This is an optimization exercise on Yosys and OpenROAD, whose aim is small area, not a production implementation. RTL that was checked went through simulation tests only; none was proved equivalent to the original. Power figures rest on the tool's default switching activity, not on a simulated workload.

alpha:
## door_lock_top
module door_lock_top (
  input  logic                               clk,
  input  logic                               rst,
  input  logic                               door_open,
  input  logic                               inside_button,
  input  logic                               code_load,
  input  logic [319:0] code_in,       
  input  logic [79:0]           entry_value,   
  input  logic                               entry_valid,
  output logic                               bolt,
  output logic                               beep,
  output logic                               keypad_en,
  output logic [23:0]        display        
);
For scale: about 3200 cells after synthesis, about 210 flip-flops, about 430 I/O pins, roughly 24000 um^2 of cells after synthesis.
export LEC_CHECK = 0
export CAP_MARGIN = 20
export CELL_PAD_IN_SITES_DETAIL_PLACEMENT = 1
export CELL_PAD_IN_SITES_GLOBAL_PLACEMENT = 2
export CORE_MARGIN = 2
export CORE_UTILIZATION = 30
export PLACE_DENSITY = 0.35
export SLEW_MARGIN = 20
export SYNTH_HIERARCHICAL = 1
create_clock -name core_clock -period 10.0 [get_ports {clk}]
standard.sh (not shown) runs the stock make flow with config.mk's settings and CLKGATE_MAP_FILE= SYNTH_SCRIPT=/design/flow/synth_recipe.tcl, a recipe that flattens the netlist after the stock synthesis.
==> flow/flow/run.sh <==
#!/bin/bash
# The standard layout, with the smallest buffer on the ports.
set -euo pipefail
export BUFFER_PORTS_ARGS="-buffer_cell sky130_fd_sc_hd__buf_1"
bash standard.sh finish > standard_flow.log 2>&1
[inputs] beta vs alpha
-- flow/design.v --
<<< alpha, line 43
  input  logic          check,        
  output logic [95:0]   mcode,        
  output logic [95:0]   mcode_n,      
  output logic [1:0]    mf12,         
  output logic          loaded        
>>> beta, line 43
  input  logic          check,        
  output logic [95:0]   mcode,        
  output logic [1:0]    mf12,         
  output logic          loaded        
<<< alpha, line 116
  end
  assign mcode   = (odd_q & {96{check}}) | (even_d & {96{!check}});
  assign mcode_n = ~mcode;
  assign mf12  = (odd_f12_q & {2{check}}) | (even_f12_d & {2{!check}});
endmodule
>>> beta, line 115
  end
  assign mcode   = (odd_q & {96{check}}) | (even_d & {96{!check}});
  assign mf12  = (odd_f12_q & {2{check}}) | (even_f12_d & {2{!check}});
endmodule
<<< alpha, line 122
module code_matcher (
  input  logic [79:0] entry_value,
  input  logic [79:0] entry_n,      
  input  logic [47:0] code,         
  input  logic [47:0] code_n,       
  input  logic        f12,          
  output logic        code_match
>>> beta, line 120
module code_matcher (
  input  logic [79:0] entry_value,
  input  logic [47:0] code,         
  input  logic        f12,          
  output logic        code_match
<<< alpha, line 188
        logic [3:0] bit_eq;
        for (genvar b = 0; b < 4; b++) begin : g_bit
          assign bit_eq[b] = !((entry_value[4*(k+j)+b] | code[4*j+b]) &
                               (entry_n[4*(k+j)+b] | code_n[4*j+b]));
        end
        assign digit_ok[j] = past_len[j] || (&bit_eq);
>>> beta, line 184
        logic [3:0] bit_eq;
        for (genvar b = 0; b < 4; b++) begin : g_bit
          assign bit_eq[b] = (entry_value[4*(k+j)+b] == code[4*j+b]);
        end
        assign digit_ok[j] = past_len[j] || (&bit_eq);
<<< alpha, line 400
  logic        pulse_hit;    
  logic        code_match;
  logic [79:0] entry_n;
  logic [95:0] mcode_n;
  assign entry_n = ~entry_value;
  code_store code_store_i (
    .clk       (clk),
>>> beta, line 395
  logic        pulse_hit;    
  logic        code_match;
  code_store code_store_i (
    .clk       (clk),
<<< alpha, line 410
    .check     (check),
    .mcode     (mcode),
    .mcode_n   (mcode_n),
    .mf12      (mf12),
    .loaded    (loaded)
>>> beta, line 402
    .check     (check),
    .mcode     (mcode),
    .mf12      (mf12),
    .loaded    (loaded)
<<< alpha, line 417
    code_matcher code_matcher_i (
      .entry_value (entry_value),
      .entry_n     (entry_n),
      .code        (mcode[48*m +: 48]),
      .code_n      (mcode_n[48*m +: 48]),
      .f12         (mf12[m]),
      .code_match  (slot_hit[m])
>>> beta, line 408
    code_matcher code_matcher_i (
      .entry_value (entry_value),
      .code        (mcode[48*m +: 48]),
      .f12         (mf12[m]),
      .code_match  (slot_hit[m])
==> comparison <==
[compare] base=alpha new=beta: layout buffer count excluding clock buffers lost 27%; first-pass GRT wire length decreased about 36%; global-route usage -20 points; multi-input logic cell count fell about 1.8%; total wire length after detailed routing lower. In the reports for alpha and beta, the smaller part of the power in registers belongs to alpha. The final reports for beta and alpha show number of well-tap cells placed higher in the former. alpha -> beta: design area increased by a few percent. beta against alpha: count of clock-buffer cells in the layout has decreased, final net count has decreased, power has decreased, non-clock inverter total of the final layout has decreased, initial antenna violation count has decreased.
No run of this note included a check of the RTL's function; only the layout flow was run.


## the reference run
door_lock_top, a different RTL version from the one above (not shown whole).
Size in the first run: about 3200 cells after synthesis, about 210 flip-flops, ~430 I/O pins.
==> flow/config.mk <==
export PLATFORM = sky130hd
export DESIGN_NAME = door_lock_top
export DESIGN_NICKNAME = door_lock_top
export VERILOG_FILES = /design/flow/design.v
export SDC_FILE = /design/flow/constraint.sdc
export NUM_CORES = 4
export LEC_CHECK = 0
export CAP_MARGIN = 20
export CELL_PAD_IN_SITES_DETAIL_PLACEMENT = 1
export CELL_PAD_IN_SITES_GLOBAL_PLACEMENT = 2
export CORE_MARGIN = 2
export CORE_UTILIZATION = 30
export CTS_BUF_LIST = sky130_fd_sc_hd__clkbuf_8
export CTS_CLUSTER_DIAMETER = 60
export CTS_CLUSTER_SIZE = 16
export PLACE_DENSITY = 0.35
export SLEW_MARGIN = 20
export SYNTH_HIERARCHICAL = 1
==> flow/constraint.sdc <==
create_clock -name core_clock -period 10.0 [get_ports {clk}]
set_input_delay 2.0000 -clock core_clock [delete_from_list [all_inputs] [get_ports {clk}]]
set_output_delay 2.0000 -clock core_clock [all_outputs]
set_load 0.01 [all_outputs]
Scripts as last shown in full above: flow/flow/run.sh
## Diff of input files: the trial run against the reference run
-- flow/design.v --
<<< the reference run, line 209
  input  logic        entry_valid,
  input  logic [79:0] entry_value,
  input  logic        code_match,
  output logic        check,        
  output logic        bolt,
>>> the trial run, line 209
  input  logic        entry_valid,
  input  logic [79:0] entry_value,
  input  logic        code_match,   
  output logic        check,        
  output logic        bolt,
<<< the reference run, line 217
);
  localparam logic [4-1:0] S_RESET   = 4'd1;
  localparam logic [4-1:0] S_LOCKED  = 4'd0;
  localparam logic [4-1:0] S_AJAR    = 4'd2;
  localparam logic [4-1:0] S_OPEN    = 4'd4;
  localparam logic [4-1:0] S_ALARM   = 4'd5;
  localparam logic [4-1:0] S_CHECK   = 4'd8;
  localparam logic [4-1:0] S_WRONG   = 4'd9;
  localparam logic [4-1:0] S_LOCKOUT = 4'd13;
  localparam logic [4-1:0] S_BEEP    = 4'd15;
  localparam logic [4-1:0] S_DEB_UN  = 4'd10;
  localparam logic [4-1:0] S_DEB_LK  = 4'd7;
  logic [4-1:0] state, state_n;
  logic [4:0] timer, timer_n;
>>> the trial run, line 217
);
  localparam logic [4-1:0] S_RESET   = 4'd1;
  localparam logic [4-1:0] S_LOCKED  = 4'd11;
  localparam logic [4-1:0] S_AJAR    = 4'd6;
  localparam logic [4-1:0] S_OPEN    = 4'd2;
  localparam logic [4-1:0] S_ALARM   = 4'd4;
  localparam logic [4-1:0] S_CHECK   = 4'd12;
  localparam logic [4-1:0] S_WRONG   = 4'd10;
  localparam logic [4-1:0] S_LOCKOUT = 4'd5;
  localparam logic [4-1:0] S_BEEP    = 4'd0;
  localparam logic [4-1:0] S_DEB_UN  = 4'd8;
  localparam logic [4-1:0] S_DEB_LK  = 4'd7;
  localparam logic [4-1:0] S_DECIDE  = 4'd3;
  logic [4-1:0] state, state_n;
  logic [4:0] timer, timer_n;
<<< the reference run, line 258
      S_CHECK: begin
        tclr = 1'b1;
        state_n = code_match ? S_AJAR : S_WRONG;
      end
      S_WRONG: begin
>>> the trial run, line 259
      S_CHECK: begin
        tclr = 1'b1;
        state_n = S_DECIDE;
      end
      S_DECIDE: begin
        if (!code_match)        state_n = S_WRONG;
        else if (inside_button) begin
          tclr = 1'b1;
          state_n = S_DEB_LK;
        end
        else if (door_open) begin
          tclr = 1'b1;
          state_n = S_OPEN;
        end
        else                    state_n = S_AJAR;
      end
      S_WRONG: begin
<<< the reference run, line 329
  assign check = (state == S_CHECK);
  logic in_wrong, in_lockout;
  assign in_wrong   = (state == S_WRONG);
  assign in_lockout = (state == S_LOCKOUT);
  assign keypad_en = (state == S_LOCKED);
>>> the trial run, line 342
  assign check = (state == S_CHECK);
  logic in_wrong, in_lockout;
  assign in_wrong   = (state == S_WRONG) || ((state == S_DECIDE) && !code_match);
  assign in_lockout = (state == S_LOCKOUT);
  assign keypad_en = (state == S_LOCKED);
<<< the reference run, line 398
  logic        check;
  logic [1:0]  slot_hit;
  logic        pulse_hit;    
  logic        code_match;
  logic [79:0] entry_n;
>>> the trial run, line 411
  logic        check;
  logic [1:0]  slot_hit;
  logic        pulse_hit;
  logic        code_match;
  logic [79:0] entry_n;
<<< the reference run, line 425
  end
  always_ff @(posedge clk) begin
    pulse_hit <= |slot_hit;
  end
  assign code_match = loaded && (pulse_hit || (|slot_hit));
>>> the trial run, line 438
  end
  always_ff @(posedge clk) begin
    pulse_hit <= check ? code_match : (|slot_hit);
  end
  assign code_match = loaded && (pulse_hit || (|slot_hit));
<<< the reference run, line 435
    .entry_valid   (entry_valid),
    .entry_value   (entry_value),
    .code_match    (code_match),
    .check         (check),
    .bolt          (bolt),
>>> the trial run, line 448
    .entry_valid   (entry_valid),
    .entry_value   (entry_value),
    .code_match    (pulse_hit),
    .check         (check),
    .bolt          (bolt),
==> comparison <==
The reference run ran to completion and came out clean on the timing, design-rule and antenna checks.
Looking at the reports, the trial run completed the entire flow and the layout it produced met the timing, design-rule and antenna checks.
Row growth of design area from synthesis to finish: the trial run lower / the reference run higher
Taking the reference run as the reference point, the normalized max-slew margin of the trial run falls by 1.6 points.
The trial run: power after layout is 25% lower than what the reference run reported.
Compared with the reference run, in the trial run met1 routed wirelength after detailed routing held steady; global-route total usage across every layer held steady; non-clock buffer count shrank by about 2.5%.


Setup of run B:
Another version of the RTL of door_lock_top (not shown whole).
Size in the first run: roughly 3200 cells after synthesis, ~210 flip-flops, roughly 430 I/O pins, about 24000 um^2 of cells after synthesis.
clock: 10.0 ns
lec_check: 0
cap_margin: 20
cell_pad_in_sites_detail_placement: 1
cell_pad_in_sites_global_placement: 2
core_margin: 2
core_utilization: 30
cts_buf_list: sky130_fd_sc_hd__clkbuf_8
cts_cluster_diameter: 60
cts_cluster_size: 16
place_density: 0.35
slew_margin: 20
synth_hierarchical: 1
==> flow/flow/run.sh <==
#!/bin/bash
# The standard layout, with the smallest buffer on the ports and a clock
# tree without dummy loads.
set -euo pipefail
export BUFFER_PORTS_ARGS="-buffer_cell sky130_fd_sc_hd__buf_1"
export CTS_ARGS="-sink_clustering_enable -repair_clock_nets -sink_clustering_size 20 -sink_clustering_max_diameter 60 -buf_list sky130_fd_sc_hd__clkbuf_8 -dont_use_dummy_load"
bash standard.sh finish > standard_flow.log 2>&1
Run B: flow completed, timing, DRC and antenna clean
Input-level comparison between run D and run B:
--- a/flow/design.v
+++ b/flow/design.v
@@ -35,17 +35,19 @@
 localparam logic [3:0] debounce_unlock = 4'd9;
 localparam logic [3:0] debounce_lock = 4'd10;
 `timescale 1ns/1ps
 module code_store (
   input  logic          clk,
   input  logic          rst,
   input  logic          code_load,
   input  logic [319:0]  code_in,      
-  input  logic          check,        
+  input  logic          sel_odd,
+  input  logic          sel_new,
+  input  logic          sel_old,
   output logic [95:0]   mcode,        
   output logic [95:0]   mcode_n,      
   output logic [1:0]    mf12,         
   output logic          loaded        
 );
 localparam int NUM_CODES   = 4;    
 localparam int CODE_DIGITS = 20;   
 localparam int MIN_CODE_LEN = 4;
@@ -81,47 +83,44 @@
 localparam logic [3:0] lockout = 4'd7;
 localparam logic [3:0] entry_beep = 4'd8;
 localparam logic [3:0] debounce_unlock = 4'd9;
 localparam logic [3:0] debounce_lock = 4'd10;
   logic [3:0] f12_in;
   for (genvar s = 0; s < NUM_CODES; s++) begin : g_f12
     assign f12_in[s] = (code_in[80*s+48 +: 4] == DIGIT_EMPTY);
   end
-  logic [95:0] even_q, even_d;
-  logic [1:0]  even_f12_q, even_f12_d;
-  logic [95:0] odd_q;
-  logic [1:0]  odd_f12_q;
-  for (genvar m = 0; m < 2; m++) begin : g_m
-    assign even_d[48*m +: 48] = (code_in[160*m +: 48] & {48{code_load}}) |
-                                (even_q[48*m +: 48] & {48{!code_load}});
-    assign even_f12_d[m] = (f12_in[2*m] & code_load) | (even_f12_q[m] & !code_load);
-  end
-  always_ff @(posedge clk) begin
-    even_q     <= even_d;
-    even_f12_q <= even_f12_d;
-  end
+  logic [95:0] even_q, odd_q;
+  logic [1:0]  even_f12_q, odd_f12_q;
   always_ff @(posedge clk) begin
     if (code_load) begin
-      odd_q[47:0]  <= code_in[127:80];
-      odd_q[95:48] <= code_in[287:240];
-      odd_f12_q    <= {f12_in[3], f12_in[1]};
+      even_q[47:0]  <= code_in[47:0];
+      even_q[95:48] <= code_in[207:160];
+      even_f12_q    <= {f12_in[2], f12_in[0]};
+      odd_q[47:0]   <= code_in[127:80];
+      odd_q[95:48]  <= code_in[287:240];
+      odd_f12_q     <= {f12_in[3], f12_in[1]};
     end
   end
   always_ff @(posedge clk or posedge rst) begin
     if (rst) begin
       loaded <= 1'b0;   
     end
     else if (code_load) begin
       loaded <= 1'b1;
     end
   end
-  assign mcode   = (odd_q & {96{check}}) | (even_d & {96{!check}});
-  assign mcode_n = ~mcode;
-  assign mf12  = (odd_f12_q & {2{check}}) | (even_f12_d & {2{!check}});
+  logic [95:0] even_in;
+  logic [1:0]  even_f12_in;
+  assign even_in     = {code_in[207:160], code_in[47:0]};
+  assign even_f12_in = {f12_in[2], f12_in[0]};
+  assign mcode_n = ~((odd_q & {96{sel_odd}}) | (even_in & {96{sel_new}}) | (even_q & {96{sel_old}}));
+  assign mcode   = ~mcode_n;
+  assign mf12    = (odd_f12_q & {2{sel_odd}}) | (even_f12_in & {2{sel_new}}) |
+                   (even_f12_q & {2{sel_old}});
 endmodule
 `timescale 1ns/1ps
 module code_matcher (
   input  logic [79:0] entry_value,
   input  logic [79:0] entry_n,      
   input  logic [47:0] code,         
   input  logic [47:0] code_n,       
   input  logic        f12,          
@@ -415,17 +414,19 @@
   logic [79:0] entry_n;
   logic [95:0] mcode_n;
   assign entry_n = ~entry_value;
   code_store code_store_i (
     .clk       (clk),
     .rst       (rst),
     .code_load (code_load),
     .code_in   (code_in),
-    .check     (check),
+    .sel_odd   (check),
+    .sel_new   (!check && code_load),
+    .sel_old   (!check && !code_load),
     .mcode     (mcode),
     .mcode_n   (mcode_n),
     .mf12      (mf12),
     .loaded    (loaded)
   );
   for (genvar m = 0; m < 2; m++) begin : g_match
     code_matcher code_matcher_i (
       .entry_value (entry_value),
### Flow results
Comparing the two runs side by side, run D comes out behind run B on final routed wirelength across all metal layers. Summary of run D over run B: finished layout cell area went down, area of the core region went down. Cmp run D and run B / area growth from synthesis to final layout / higher: run B. Status: largest buffer count on any clock path parity (run D, run B). Compared with run B, run D shows a higher ratio of final minimum period to clock period. Against run B, run D reports a utilization that is lower. Sort run D and run B by maximum frequency asc -> top: run D. Run D has total power density per cell area above what run B had. Run D vs run B, number of gates on the worst path with buffers counted went up by 1. Diff run D..run B | number of rows in the core area | unchanged. Going from run B to run D, DRC marker count from the first detailed-route iteration grows by 4.0%.

-- port drivers added, routing unchanged --
No port has a modelled driver above. Below, the same layouts with a new extraction and two added sets of constraints. Step 1: set_driving_cell puts a clkbuf_16 on clk and a buf_2 on each other input, an assumption about the parent block. Step 2 adds t to the input delays and takes it off the output delays; t is the mean of the earliest and latest rising clock arrival at the registers after step 1. Input paths then give back, and output paths get back, about the clock's delay inside the block. a / b / c = ideal ports / drivers / drivers and shift; a / b = the first two.
| run | shift t [ns] | setup slack, ns | hold slack, ns | worst setup path at the end | clock arrival spread, ns |
|---|---|---|---|---|---|
| alpha | 0.670 | 2.348 / 2.375 / 1.704 | 0.473 / 0.473 / 0.473 | input to register | 0.055 / 0.055 |
| beta | 0.591 | 2.499 / 2.536 / 1.945 | 0.465 / 0.465 / 0.465 | input to register | 0.013 / 0.013 |
| the reference run | 0.773 | 2.430 / 2.474 / 1.701 | 0.470 / 0.470 / 0.470 | input to register | 0.074 / 0.074 |
| the trial run | 0.749 | 2.899 / 2.938 / 2.189 | 0.471 / 0.471 / 0.471 | input to register | 0.027 / 0.028 |
| run B | 0.667 | 2.795 / 2.838 / 2.171 | 0.460 / 0.460 / 0.460 | input to register | 0.058 / 0.059 |
| run D | 0.699 | 2.346 / 2.387 / 1.688 | 0.498 / 0.498 / 0.498 | input to register | 0.122 / 0.122 |
After both steps every run listed still meets setup and hold. The setup slack of the reference run, which loses most, moves by +0.044 ns with the drivers and by -0.729 ns with both steps.
